Source: an optimization exercise on an open RTL-to-GDS flow (aim: small area, a short achievable clock period and few clock cycles per item). Production flows keep margins and buffers that such runs may drop.
RTL that was checked went through simulation tests only; none was proved equivalent to the original.

## the baseline
==> flow/design.v <==
module multicycle_processor #(
    parameter int                DATA_W   = 32,
    parameter int                NUM_REGS = 16,
    parameter int                ADDR_W   = 32,
    parameter logic [ADDR_W-1:0] RESET_PC = '0
) (
    input  logic                   clk,
    input  logic                   reset,
    output logic                   imem_req,
    output logic [ADDR_W-1:0]      imem_addr,
    input  logic                   imem_ack,
    input  logic [31:0]            imem_rdata,
    output logic                   dmem_req,
    output logic                   dmem_we,
    output logic [ADDR_W-1:0]      dmem_addr,
    output logic [DATA_W-1:0]      dmem_wdata,
    input  logic                   dmem_ack,
    input  logic [DATA_W-1:0]      dmem_rdata,
    output logic                   retire,
    output logic                   halted
);
    typedef logic [DATA_W-1:0] word_t;
    logic              ireq_q, ireq_d;         
    logic [ADDR_W-1:0] fa_q, fa_d;             
    logic              retire_q, retire_d;
    logic              halted_q, halted_d;
    logic              z_q, z_d, n_q, n_d;
    logic              ev_q, ev_d;
    logic [31:0]       ir_q, ir_d;
    logic [3:0]        ra_q, ra_d;             
    logic [3:0]        rb_q, rb_d;             
    logic [15:0]       sa_q, sb_q;             
    logic [15:0]       rv_n;
    logic              pred_q, pred_d;         
    logic              xv_q, xv_d;
    logic              xalu_q, xld_q, xst_q, xwen_q;
    logic [1:0]        xarg_q;
    logic [3:0]        xwi_q;
    word_t             xa_q, xa_d, xb_q, xb_d;
    word_t             regs_q [16];
    logic [15:0]       rv_q;
    word_t  sum, alu_res, x_val;
    logic   z_alu, n_alu, x_mem, x_done, x_free, x_wr;
    always_comb begin
        sum = xa_q + (xarg_q[0] ? ~xb_q : xb_q) + word_t'(xarg_q[0]);
        unique case (xarg_q)
            2'b00, 2'b01: alu_res = sum;
            2'b10:        alu_res = xa_q & xb_q;
            default:      alu_res = xa_q | xb_q;
        endcase
        unique case (xarg_q)
            2'b00:   z_alu = ((xa_q ^ xb_q) == {(xa_q[DATA_W-2:0] | xb_q[DATA_W-2:0]), 1'b0});
            2'b01:   z_alu = (xa_q == xb_q);
            2'b10:   z_alu = ((xa_q & xb_q) == '0);
            default: z_alu = ((xa_q | xb_q) == '0);
        endcase
        n_alu = alu_res[DATA_W-1];
        x_mem  = xld_q || xst_q;
        x_done = !x_mem || dmem_ack;
        x_free = !xv_q || x_done;
        x_wr   = xv_q && x_done && xwen_q;
        x_val  = xalu_q ? alu_res : (xld_q ? dmem_rdata : xa_q);
    end
    logic [1:0]  e_op, e_arg;
    logic [3:0]  e_f;
    logic        e_alu, e_jmp, e_halt, e_limm, e_ld, e_st;
    word_t       rA_raw, rB_raw, rA, rB_sh, imm_w;
    logic        fwdA, fwdB, stall_sh, zf, nf, taken, redirect, e_go, e_free;
    logic        fetch_free, accept, halt_go;
    logic [ADDR_W-1:0] target, raddr, fa_inc, faddr;
    logic        w_pred, w_lfwd, zF_ok, zF, nF_ok, w_taken;
    assign e_op   = ir_q[31:30];
    assign e_arg  = ir_q[29:28];
    assign e_f    = ir_q[27:24];
    assign e_alu  = (e_op == 2'b11);
    assign e_jmp  = (e_op == 2'b10);
    assign e_halt = (e_op == 2'b01);
    assign e_limm = (e_op == 2'b00) && (e_arg == 2'b01);
    assign e_ld   = (e_op == 2'b00) && (e_arg == 2'b00);
    assign e_st   = (e_op == 2'b00) && (e_arg == 2'b10);
    assign imm_w  = DATA_W'(ir_q[23:0]);
    always_comb begin
        rA_raw = '0;
        rB_raw = '0;
        for (int i = 0; i < 16; i++) begin
            if (sa_q[i]) rA_raw = rA_raw | regs_q[i];
            if (sb_q[i]) rB_raw = rB_raw | regs_q[i];
        end
        fwdA     = xv_q && xwen_q && (xwi_q == ra_q);
        fwdB     = xv_q && xwen_q && (xwi_q == rb_q);
        rA       = fwdA ? x_val : rA_raw;
        rB_sh    = rB_raw << (e_alu ? e_f : 4'd0);
        stall_sh = (fwdB && e_alu && (e_f != 4'd0)) ||
                   (fwdA && xalu_q && e_jmp && !e_f[0] && !pred_q);
        xa_d     = e_limm ? imm_w : rA;
        xb_d     = fwdB ? x_val : rB_sh;
        zf = (xv_q && xalu_q) ? z_alu : z_q;
        nf = (xv_q && xalu_q) ? n_alu : n_q;
        unique case (e_arg)
            2'b00:   taken = 1'b1;
            2'b01:   taken = zf;
            2'b10:   taken = ~zf;
            default: taken = nf;
        endcase
        target   = e_f[0] ? ADDR_W'(ir_q[23:0]) :
                   ADDR_W'(fwdA ? (xld_q ? dmem_rdata : xa_q) : rA_raw);
        redirect = e_jmp && (taken != pred_q);
        raddr    = pred_q ? fa_q : target;
        fetch_free = !imem_req || imem_ack;
        e_go    = ev_q && !e_halt && x_free && !stall_sh && (!e_jmp || fetch_free);
        halt_go = ev_q && e_halt && x_free;
        e_free  = !ev_q || e_go;
        accept  = imem_req && imem_ack && e_free && !(e_go && redirect);
        faddr   = (ev_q && e_jmp && pred_q) ? ADDR_W'(ir_q[23:0]) : fa_q;
        fa_inc  = faddr + ADDR_W'(1);
        w_lfwd  = (imem_rdata[31:30] == 2'b10) && !imem_rdata[24] &&
                  ev_q && e_limm && (imem_rdata[19:16] == e_f);
        zF_ok = !(ev_q && e_alu);
        zF    = zf;
        nF_ok = !(ev_q && e_alu) && !(xv_q && xalu_q);
        unique case (imem_rdata[29:28])
            2'b00:   w_taken = 1'b1;
            2'b01:   w_taken = zF_ok ? zF : 1'b1;
            2'b10:   w_taken = zF_ok ? ~zF : 1'b1;
            default: w_taken = nF_ok ? n_q : 1'b0;
        endcase
        w_pred  = (imem_rdata[31:30] == 2'b10) && (imem_rdata[24] || w_lfwd) && w_taken;
    end
    always_comb begin
        fa_d     = fa_q;
        ev_d     = ev_q;
        ir_d     = ir_q;
        ra_d     = ra_q;
        rb_d     = rb_q;
        pred_d   = pred_q;
        xv_d     = xv_q;
        halted_d = halted_q || halt_go;
        retire_d = xv_q && x_done;
        z_d      = z_q;
        n_d      = n_q;
        if (xv_q && xalu_q) begin
            z_d = z_alu;
            n_d = n_alu;
        end
        if (e_go && redirect) begin
            fa_d = raddr;
            ev_d = 1'b0;
        end else if (accept) begin
            ev_d   = 1'b1;
            fa_d   = fa_inc;
            pred_d = w_pred;
        end else if (e_go || halt_go) begin
            ev_d = 1'b0;
        end
        if (imem_ack && e_free) begin
            ir_d  = w_lfwd ? {imem_rdata[31:25], 1'b1, ir_q[23:0]} : imem_rdata;
            ra_d  = (imem_rdata[31:30] == 2'b11) ? imem_rdata[11:8] : imem_rdata[19:16];
            rb_d  = (imem_rdata[31:30] == 2'b11) ? imem_rdata[3:0]  : imem_rdata[27:24];
        end
        ireq_d = !halted_d && !(ev_d && ir_d[31:30] == 2'b01);
        rv_n = rv_q;
        if (x_wr) rv_n[xwi_q] = 1'b1;
        if (e_go)        xv_d = 1'b1;
        else if (x_done) xv_d = 1'b0;
    end
    always_ff @(posedge clk) begin
        ir_q   <= ir_d;
        ra_q   <= ra_d;
        rb_q   <= rb_d;
        pred_q <= pred_d;
        for (int i = 0; i < 16; i++) begin
            sa_q[i] <= (ra_d == 4'(i)) && rv_n[i];
            sb_q[i] <= (rb_d == 4'(i)) && rv_n[i];
        end
    end
    always_ff @(posedge clk) begin
        if (e_go) begin
            xalu_q <= e_alu;
            xld_q  <= e_ld;
            xst_q  <= e_st;
            xwen_q <= e_alu || e_ld || e_limm || (e_op == 2'b00 && e_arg == 2'b11);
            xwi_q  <= e_alu ? ir_q[19:16] : e_f;
            xarg_q <= e_arg;
            xa_q   <= xa_d;
            xb_q   <= xb_d;
        end
        for (int i = 0; i < 16; i++)
            if (x_wr && xwi_q == 4'(i)) regs_q[i] <= x_val;
    end
    always_ff @(posedge clk or negedge reset) begin
        if (!reset) begin
            ireq_q   <= 1'b0;
            fa_q     <= RESET_PC;
            retire_q <= 1'b0;
            halted_q <= 1'b0;
            z_q      <= 1'b0;
            n_q      <= 1'b0;
            ev_q     <= 1'b0;
            xv_q     <= 1'b0;
            rv_q     <= '0;
        end else begin
            ireq_q   <= ireq_d;
            fa_q     <= fa_d;
            retire_q <= retire_d;
            halted_q <= halted_d;
            z_q      <= z_d;
            n_q      <= n_d;
            ev_q     <= ev_d;
            xv_q     <= xv_d;
            if (x_wr) rv_q[xwi_q] <= 1'b1;
        end
    end
    assign imem_req   = ireq_q;
    assign imem_addr  = faddr;
    assign dmem_req   = xv_q && x_mem;
    assign dmem_we    = xst_q;
    assign dmem_addr  = ADDR_W'(xa_q);
    assign dmem_wdata = xb_q;
    assign retire     = retire_q;
    assign halted     = halted_q;
endmodule
==> flow/config.mk <==
export PLATFORM = sky130hd
export DESIGN_NAME = multicycle_processor
export DESIGN_NICKNAME = multicycle_processor
export VERILOG_FILES = /design/flow/design.v
export SDC_FILE = /design/flow/constraint.sdc
export NUM_CORES = 4
export LEC_CHECK = 0
export ABC_CLOCK_PERIOD_IN_PS = 3500
export CAP_MARGIN = 20
export CORE_MARGIN = 2
export CORE_UTILIZATION = 35
export SETUP_SLACK_MARGIN = 5
export SLEW_MARGIN = 20
==> flow/constraint.sdc <==
create_clock -name core_clock -period 9.0 [get_ports {clk}]
set_input_delay 1.8000 -clock core_clock [delete_from_list [all_inputs] [get_ports {clk}]]
set_output_delay 1.8000 -clock core_clock [all_outputs]
set_load 0.01 [all_outputs]
standard.sh (not shown) runs the stock make flow with config.mk's settings and CLKGATE_MAP_FILE= SYNTH_SCRIPT=/design/flow/synth_recipe.tcl, a recipe that flattens the netlist after the stock synthesis.
==> flow/flow/run.sh <==
#!/bin/bash
# The standard layout (standard.sh, all steps, the standard synthesis
# unchanged), except that the ports are buffered with the smallest buffer
# instead of the one buffer_ports picks by itself; timing repair resizes them
# where a path needs it.
set -euo pipefail
bash standard.sh "BUFFER_PORTS_ARGS=-buffer_cell sky130_fd_sc_hd__buf_1" finish > standard_flow.log 2>&1
The baseline finished every stage and its layout cleared the timing, DRC and antenna checks.
Testbench counts of the baseline, summed over its fixed seeds: cycles 76,259, instructions 72,675.
The following lists how the candidate was set up differently from the baseline:
--- a/flow/design.v
+++ b/flow/design.v
@@ -31,6 +31,10 @@
     logic [3:0]        rb_q, rb_d;             
     logic [15:0]       sa_q, sb_q;             
     logic [15:0]       rv_n;
+    logic              pz_q, pz_d;             
+    logic              zt_q, zt_d;             
+    logic              sa_j_q, sa_j_d;         
+    logic              sb_j_q, sb_j_d;         
     logic              pred_q, pred_d;         
     logic              xv_q, xv_d;
     logic              xalu_q, xld_q, xst_q, xwen_q;
@@ -68,7 +72,8 @@
     logic        fwdA, fwdB, stall_sh, zf, nf, taken, redirect, e_go, e_free;
     logic        fetch_free, accept, halt_go;
     logic [ADDR_W-1:0] target, raddr, fa_inc, faddr;
-    logic        w_pred, w_lfwd, zF_ok, zF, nF_ok, w_taken;
+    logic        w_pred, w_lfwd, zF_ok, zF, nF_ok, w_taken, zE, zE_ok, pred_e;
+    word_t       zA, zB;
     assign e_op   = ir_q[31:30];
     assign e_arg  = ir_q[29:28];
     assign e_f    = ir_q[27:24];
@@ -104,17 +109,22 @@
         endcase
         target   = e_f[0] ? ADDR_W'(ir_q[23:0]) :
                    ADDR_W'(fwdA ? (xld_q ? dmem_rdata : xa_q) : rA_raw);
-        redirect = e_jmp && (taken != pred_q);
-        raddr    = pred_q ? fa_q : target;
+        pred_e   = pz_q ? zt_q : pred_q;
+        redirect = e_jmp && (taken != pred_e);
+        raddr    = pred_e ? fa_q : target;
         fetch_free = !imem_req || imem_ack;
         e_go    = ev_q && !e_halt && x_free && !stall_sh && (!e_jmp || fetch_free);
         halt_go = ev_q && e_halt && x_free;
         e_free  = !ev_q || e_go;
         accept  = imem_req && imem_ack && e_free && !(e_go && redirect);
-        faddr   = (ev_q && e_jmp && pred_q) ? ADDR_W'(ir_q[23:0]) : fa_q;
+        faddr   = (sa_j_q || (sb_j_q && zt_q)) ? ADDR_W'(ir_q[23:0]) : fa_q;
         fa_inc  = faddr + ADDR_W'(1);
         w_lfwd  = (imem_rdata[31:30] == 2'b10) && !imem_rdata[24] &&
                   ev_q && e_limm && (imem_rdata[19:16] == e_f);
+        zA = fwdA ? (xld_q ? dmem_rdata : xa_q) : rA_raw;
+        zB = fwdB ? (xld_q ? dmem_rdata : xa_q) : rB_raw;
+        zE    = (zA == zB);
+        zE_ok = ev_q && e_alu && (e_arg == 2'b01) && (e_f == 4'd0) && !(xalu_q && (fwdA || fwdB));
         zF_ok = !(ev_q && e_alu);
         zF    = zf;
         nF_ok = !(ev_q && e_alu) && !(xv_q && xalu_q);
@@ -133,6 +143,10 @@
         ra_d     = ra_q;
         rb_d     = rb_q;
         pred_d   = pred_q;
+        pz_d     = pz_q;
+        zt_d     = zt_q;
+        sa_j_d   = sa_j_q;
+        sb_j_d   = sb_j_q;
         xv_d     = xv_q;
         halted_d = halted_q || halt_go;
         retire_d = xv_q && x_done;
@@ -143,14 +157,23 @@
             n_d = n_alu;
         end
         if (e_go && redirect) begin
-            fa_d = raddr;
-            ev_d = 1'b0;
+            fa_d   = raddr;
+            ev_d   = 1'b0;
+            sa_j_d = 1'b0;
+            sb_j_d = 1'b0;
         end else if (accept) begin
             ev_d   = 1'b1;
             fa_d   = fa_inc;
             pred_d = w_pred;
+            pz_d   = (imem_rdata[31:30] == 2'b10) && (imem_rdata[24] || w_lfwd) &&
+                     (imem_rdata[29] != imem_rdata[28]) && zE_ok;
+            zt_d   = zE ^ imem_rdata[29];
+            sa_j_d = w_pred && !pz_d;
+            sb_j_d = pz_d;
         end else if (e_go || halt_go) begin
-            ev_d = 1'b0;
+            ev_d   = 1'b0;
+            sa_j_d = 1'b0;
+            sb_j_d = 1'b0;
         end
         if (imem_ack && e_free) begin
             ir_d  = w_lfwd ? {imem_rdata[31:25], 1'b1, ir_q[23:0]} : imem_rdata;
@@ -168,6 +191,8 @@
         ra_q   <= ra_d;
         rb_q   <= rb_d;
         pred_q <= pred_d;
+        pz_q   <= pz_d;
+        zt_q   <= zt_d;
         for (int i = 0; i < 16; i++) begin
             sa_q[i] <= (ra_d == 4'(i)) && rv_n[i];
             sb_q[i] <= (rb_d == 4'(i)) && rv_n[i];
@@ -196,6 +221,8 @@
             z_q      <= 1'b0;
             n_q      <= 1'b0;
             ev_q     <= 1'b0;
+            sa_j_q   <= 1'b0;
+            sb_j_q   <= 1'b0;
             xv_q     <= 1'b0;
             rv_q     <= '0;
         end else begin
@@ -206,6 +233,8 @@
             z_q      <= z_d;
             n_q      <= n_d;
             ev_q     <= ev_d;
+            sa_j_q   <= sa_j_d;
+            sb_j_q   <= sb_j_d;
             xv_q     <= xv_d;
             if (x_wr) rv_q[xwi_q] <= 1'b1;
         end
Findings:
Per the comparison of the candidate with the baseline, minimum clock period went up, synthesized netlist cell count has increased, fraction of area in registers -1.1 points, post-synthesis average cell area now sits lower. Diff the baseline -> the candidate: total clock sinks grew by 4, clock-buffer cell count shows an increase of 9. As of the candidate, total detailed-routing wirelength had risen by a few percent compared to the baseline. Lower placed wire-length estimate was reported by the baseline, not the candidate. Taking the baseline as the reference, in the candidate multi-input logic area higher; via count higher; flip-flop and latch count higher.
No functional check of the RTL was part of the candidate.

re-timing with driven ports:
Ports are ideal in the flow. The routed layouts listed here were re-timed in OpenROAD. Step 1 (the two cells are an assumption about what drives the block):
set clk [get_ports {clk}]
set_driving_cell -lib_cell sky130_fd_sc_hd__clkbuf_16 $clk
set_driving_cell -lib_cell sky130_fd_sc_hd__buf_2 [delete_from_list [all_inputs] $clk]
Step 2 moves the port delays by t, midway between the first and last clock arrival at a register: inputs arrive t later, outputs are due t later. That takes back most of the time a late clock gives input paths. Three values: no drivers, after step 1, after step 2; two values: the first two.
| run | t, ns | setup WS [ns] | pins driven straight from the clock port |
|---|---|---|---|
| the baseline | 0.717 | 4.978 / 4.909 / 4.590 | 1 |
| the candidate | 0.704 | 4.803 / 4.803 / 4.303 | 1 |
After both steps setup and hold are still met in every run listed. The setup slack of the candidate, which loses most, moves by 0.000 ns with the drivers and by -0.500 ns with both steps.
